From an optimization exercise on the open Yosys and OpenROAD flow, aimed at small area and a short achievable clock period; shortcuts taken in it are not production practice.

run a:
Design issue_unit, start of the top module:
module issue_unit #(
   parameter int MUL_LAT = 4,
   parameter int TAG_W   = 6,
   parameter int DATA_W  = 32
) (
   input  logic              clk,
   input  logic              reset,
   input  logic [5:0]        issueint_opcode,
   input  logic [TAG_W-1:0]  issueint_rdtag,
   input  logic [DATA_W-1:0] issueint_rsdata,
   input  logic [DATA_W-1:0] issueint_rtdata,
   input  logic              issueint_ready,
   output logic              issueint_done,
   input  logic [TAG_W-1:0]  issuemul_rdtag,
   input  logic [DATA_W-1:0] issuemul_rsdata,
   input  logic [DATA_W-1:0] issuemul_rtdata,
   input  logic              issuemul_ready,
   output logic              issuemul_done,
   output logic [TAG_W-1:0]  cdb_tag,
   output logic [DATA_W-1:0] cdb_data,
   output logic              cdb_valid
);
==> module issue_unit, before the edit <==
module issue_unit #(
   parameter int MUL_LAT = 4,
   parameter int TAG_W   = 6,
   parameter int DATA_W  = 32
) (
   input  logic              clk,
   input  logic              reset,
   input  logic [5:0]        issueint_opcode,
   input  logic [TAG_W-1:0]  issueint_rdtag,
   input  logic [DATA_W-1:0] issueint_rsdata,
   input  logic [DATA_W-1:0] issueint_rtdata,
   input  logic              issueint_ready,
   output logic              issueint_done,
   input  logic [TAG_W-1:0]  issuemul_rdtag,
   input  logic [DATA_W-1:0] issuemul_rsdata,
   input  logic [DATA_W-1:0] issuemul_rtdata,
   input  logic              issuemul_ready,
   output logic              issuemul_done,
   output logic [TAG_W-1:0]  cdb_tag,
   output logic [DATA_W-1:0] cdb_data,
   output logic              cdb_valid
);
   logic              near_v;
   logic [TAG_W-1:0]  near_tag;
   logic [DATA_W-1:0] near_data;
   logic [DATA_W-1:0] alu_result;
   logic              cdb_v_q;
   logic [TAG_W-1:0]  cdb_tag_q;
   logic [DATA_W-1:0] cdb_data_q;
   logic [5:0]        op;
   logic              sel_add, sel_logic, sel_cmp;
   logic [DATA_W-1:0] a, b, bx, sum, logic_r;
   logic              cout, lt;
   assign op = issueint_opcode;
   assign a  = issueint_rsdata;
   assign b  = issueint_rtdata;
   assign sel_add   = (op[5:2] == 4'b1000) & ~(op[1] & op[0]);    
   assign sel_logic = (op[5:2] == 4'b1001);                       
   assign sel_cmp   = (op[5:1] == 5'b10101);                      
   assign bx = b ^ {DATA_W{op[1]}};
   logic [DATA_W-1:0] pg_g [0:5];
   logic [DATA_W-1:0] pg_p [0:5];
   logic [DATA_W:0]   carry;
   always_comb begin
      pg_g[0] = a & bx;
      pg_p[0] = a ^ bx;
      pg_g[0][0] = (a[0] & bx[0]) | ((a[0] ^ bx[0]) & op[1]);
      for (int l = 0; l < 5; l++) begin
         for (int i = 0; i < DATA_W; i++) begin
            if (i & (1 << l)) begin
               pg_g[l+1][i] = pg_g[l][i] | (pg_p[l][i] & pg_g[l][((i >> l) << l) - 1]);
               pg_p[l+1][i] = pg_p[l][i] & pg_p[l][((i >> l) << l) - 1];
            end else begin
               pg_g[l+1][i] = pg_g[l][i];
               pg_p[l+1][i] = pg_p[l][i];
            end
         end
      end
      carry[0] = op[1];
      for (int i = 0; i < DATA_W; i++) carry[i+1] = pg_g[5][i];
   end
   assign sum  = pg_p[0] ^ carry[DATA_W-1:0];
   assign cout = carry[DATA_W];
   assign lt = ~cout ^ (~op[0] & (a[DATA_W-1] ^ b[DATA_W-1]));
   always_comb begin
      case (op[1:0])
         2'b00:   logic_r = a & b;
         2'b01:   logic_r = a | b;
         2'b10:   logic_r = a ^ b;
         default: logic_r = ~(a | b);
      endcase
   end
   always_comb begin
      alu_result = ({DATA_W{sel_add}} & sum) | ({DATA_W{sel_logic}} & logic_r);
      alu_result[0] = alu_result[0] | (sel_cmp & lt);
   end
   issue_mul_pipe #(
      .MUL_LAT (MUL_LAT),
      .TAG_W   (TAG_W),
      .DATA_W  (DATA_W)
   ) u_mul (
      .clk       (clk),
      .reset     (reset),
      .in_valid  (issuemul_done),
      .in_tag    (issuemul_rdtag),
      .in_a      (issuemul_rsdata),
      .in_b      (issuemul_rtdata),
      .near_v    (near_v),
      .near_tag  (near_tag),
      .near_data (near_data)
   );
   assign issuemul_done = reset & issuemul_ready;
   assign issueint_done = reset & issueint_ready & ~near_v;
   always_ff @(posedge clk) begin
      if (!reset) cdb_v_q <= 1'b0;
      else        cdb_v_q <= near_v | issueint_ready;
   end
   always_ff @(posedge clk) begin
      cdb_tag_q  <= near_v ? near_tag  : issueint_rdtag;
      cdb_data_q <= near_v ? near_data : alu_result;
   end
   assign cdb_valid = cdb_v_q;
   assign cdb_tag   = cdb_tag_q;
   assign cdb_data  = cdb_data_q;
endmodule
==> flow/config.mk <==
export PLATFORM = sky130hd
export DESIGN_NAME = issue_unit
export DESIGN_NICKNAME = issue_unit
export VERILOG_FILES = /design/flow/design.v
export SDC_FILE = /design/flow/constraint.sdc
export NUM_CORES = 4
export LEC_CHECK = 0
export ABC_CLOCK_PERIOD_IN_PS = 4000
export CAP_MARGIN = 20
export CORE_MARGIN = 2
export CORE_UTILIZATION = 40
export SETUP_SLACK_MARGIN = 4.45
export SLEW_MARGIN = 20
export SYNTH_HIERARCHICAL = 1
==> flow/constraint.sdc <==
create_clock -name core_clock -period 8.0 [get_ports {clk}]
set_input_delay 1.6000 -clock core_clock [delete_from_list [all_inputs] [get_ports {clk}]]
set_output_delay 1.6000 -clock core_clock [all_outputs]
set_load 0.01 [all_outputs]
standard.sh (not shown) runs the stock make flow with config.mk's settings and CLKGATE_MAP_FILE= SYNTH_SCRIPT=/design/flow/synth_recipe.tcl, a recipe that flattens the netlist after the stock synthesis.
==> flow/flow/run.sh <==
#!/bin/bash
set -euo pipefail
export BUFFER_PORTS_ARGS="-buffer_cell sky130_fd_sc_hd__buf_1"
bash standard.sh > standard.log 2>&1
Edits applied to the flow inputs when going from run a to run b:
--- a/flow/design.v
+++ b/flow/design.v
@@ -1578,16 +1578,16 @@
    assign sum  = pg_p[0] ^ carry[DATA_W-1:0];
    assign cout = carry[DATA_W];
    assign lt = ~cout ^ (~op[0] & (a[DATA_W-1] ^ b[DATA_W-1]));
+   issue_logic #(.W(DATA_W)) u_logic (
+      .p  (pg_p[0]),
+      .g  (pg_g[0]),
+      .bx (bx),
+      .op (op[1:0]),
+      .sel(sel_logic),
+      .r  (logic_r)
+   );
    always_comb begin
-      case (op[1:0])
-         2'b00:   logic_r = a & b;
-         2'b01:   logic_r = a | b;
-         2'b10:   logic_r = a ^ b;
-         default: logic_r = ~(a | b);
-      endcase
-   end
-   always_comb begin
-      alu_result = ({DATA_W{sel_add}} & sum) | ({DATA_W{sel_logic}} & logic_r);
+      alu_result = ({DATA_W{sel_add}} & sum) | logic_r;
       alu_result[0] = alu_result[0] | (sel_cmp & lt);
    end
    issue_mul_pipe #(
@@ -1619,3 +1619,20 @@
    assign cdb_tag   = cdb_tag_q;
    assign cdb_data  = cdb_data_q;
 endmodule
+module issue_logic #(
+   parameter int W = 32
+) (
+   input  logic [W-1:0] p,
+   input  logic [W-1:0] g,
+   input  logic [W-1:0] bx,
+   input  logic [1:0]   op,
+   input  logic         sel,
+   output logic [W-1:0] r
+);
+   logic s_g, s_p, s_np, s_pb;
+   assign s_g  = sel & ~op[1];             
+   assign s_p  = sel & ~op[1] & op[0];     
+   assign s_np = sel & op[1] & ~op[0];     
+   assign s_pb = sel & op[1] & op[0];      
+   assign r = ({W{s_g}} & g) | ({W{s_p}} & p) | ({W{s_np}} & ~p) | ({W{s_pb}} & p & bx);
+endmodule
--- outcome ---
Run a completed every stage of the flow, and the final layout passed the timing, design-rule and antenna checks.
Run b completed every stage of the flow, and the final layout passed the timing, design-rule and antenna checks.
Compare run b and run a | largest driver fanout on the critical path lower: run b
Run a and run b ended up with roughly the same power.
Compared with run a, run b improves cell area.
The lower area growth from synthesis to layout came out of run a.
STATUS worst clock skew: run b loses against run a
Looking at core utilization, run b sits above run a.
Run b reports a higher overall routing resource usage than run a does.
Run b ended up with a lower layout multi-input combinational cell count than run a did.
Function was not checked in any run of this note: the RTL went through the layout flow alone.

## what the ideal ports hide
How much do the figures lean on ideal ports? The routed layouts below were timed once more, with nothing changed but the port constraints.
Step 1 sets driving cells, clkbuf_16 on the clock port and buf_2 on the other inputs (assumed; they add their load-dependent delay and slew).
Step 2 moves the port delays by t, midway between the first and last clock arrival at a register: inputs arrive t later, outputs are due t later. That takes back most of the time a late clock gives input paths.
Three values: ideal ports, drivers, drivers and shift; two values: the first two.
run | shift t [ns] | slack for setup (ns) | worst setup path at the end
run a | 0.629 | 4.302 / 4.259 / 3.629 | input to register
run b | 0.625 | 4.425 / 4.360 / 3.735 | input to register
After both steps every run listed still meets setup and hold. The setup slack of run b, which loses most, moves by -0.065 ns with the drivers and by -0.690 ns with both steps.
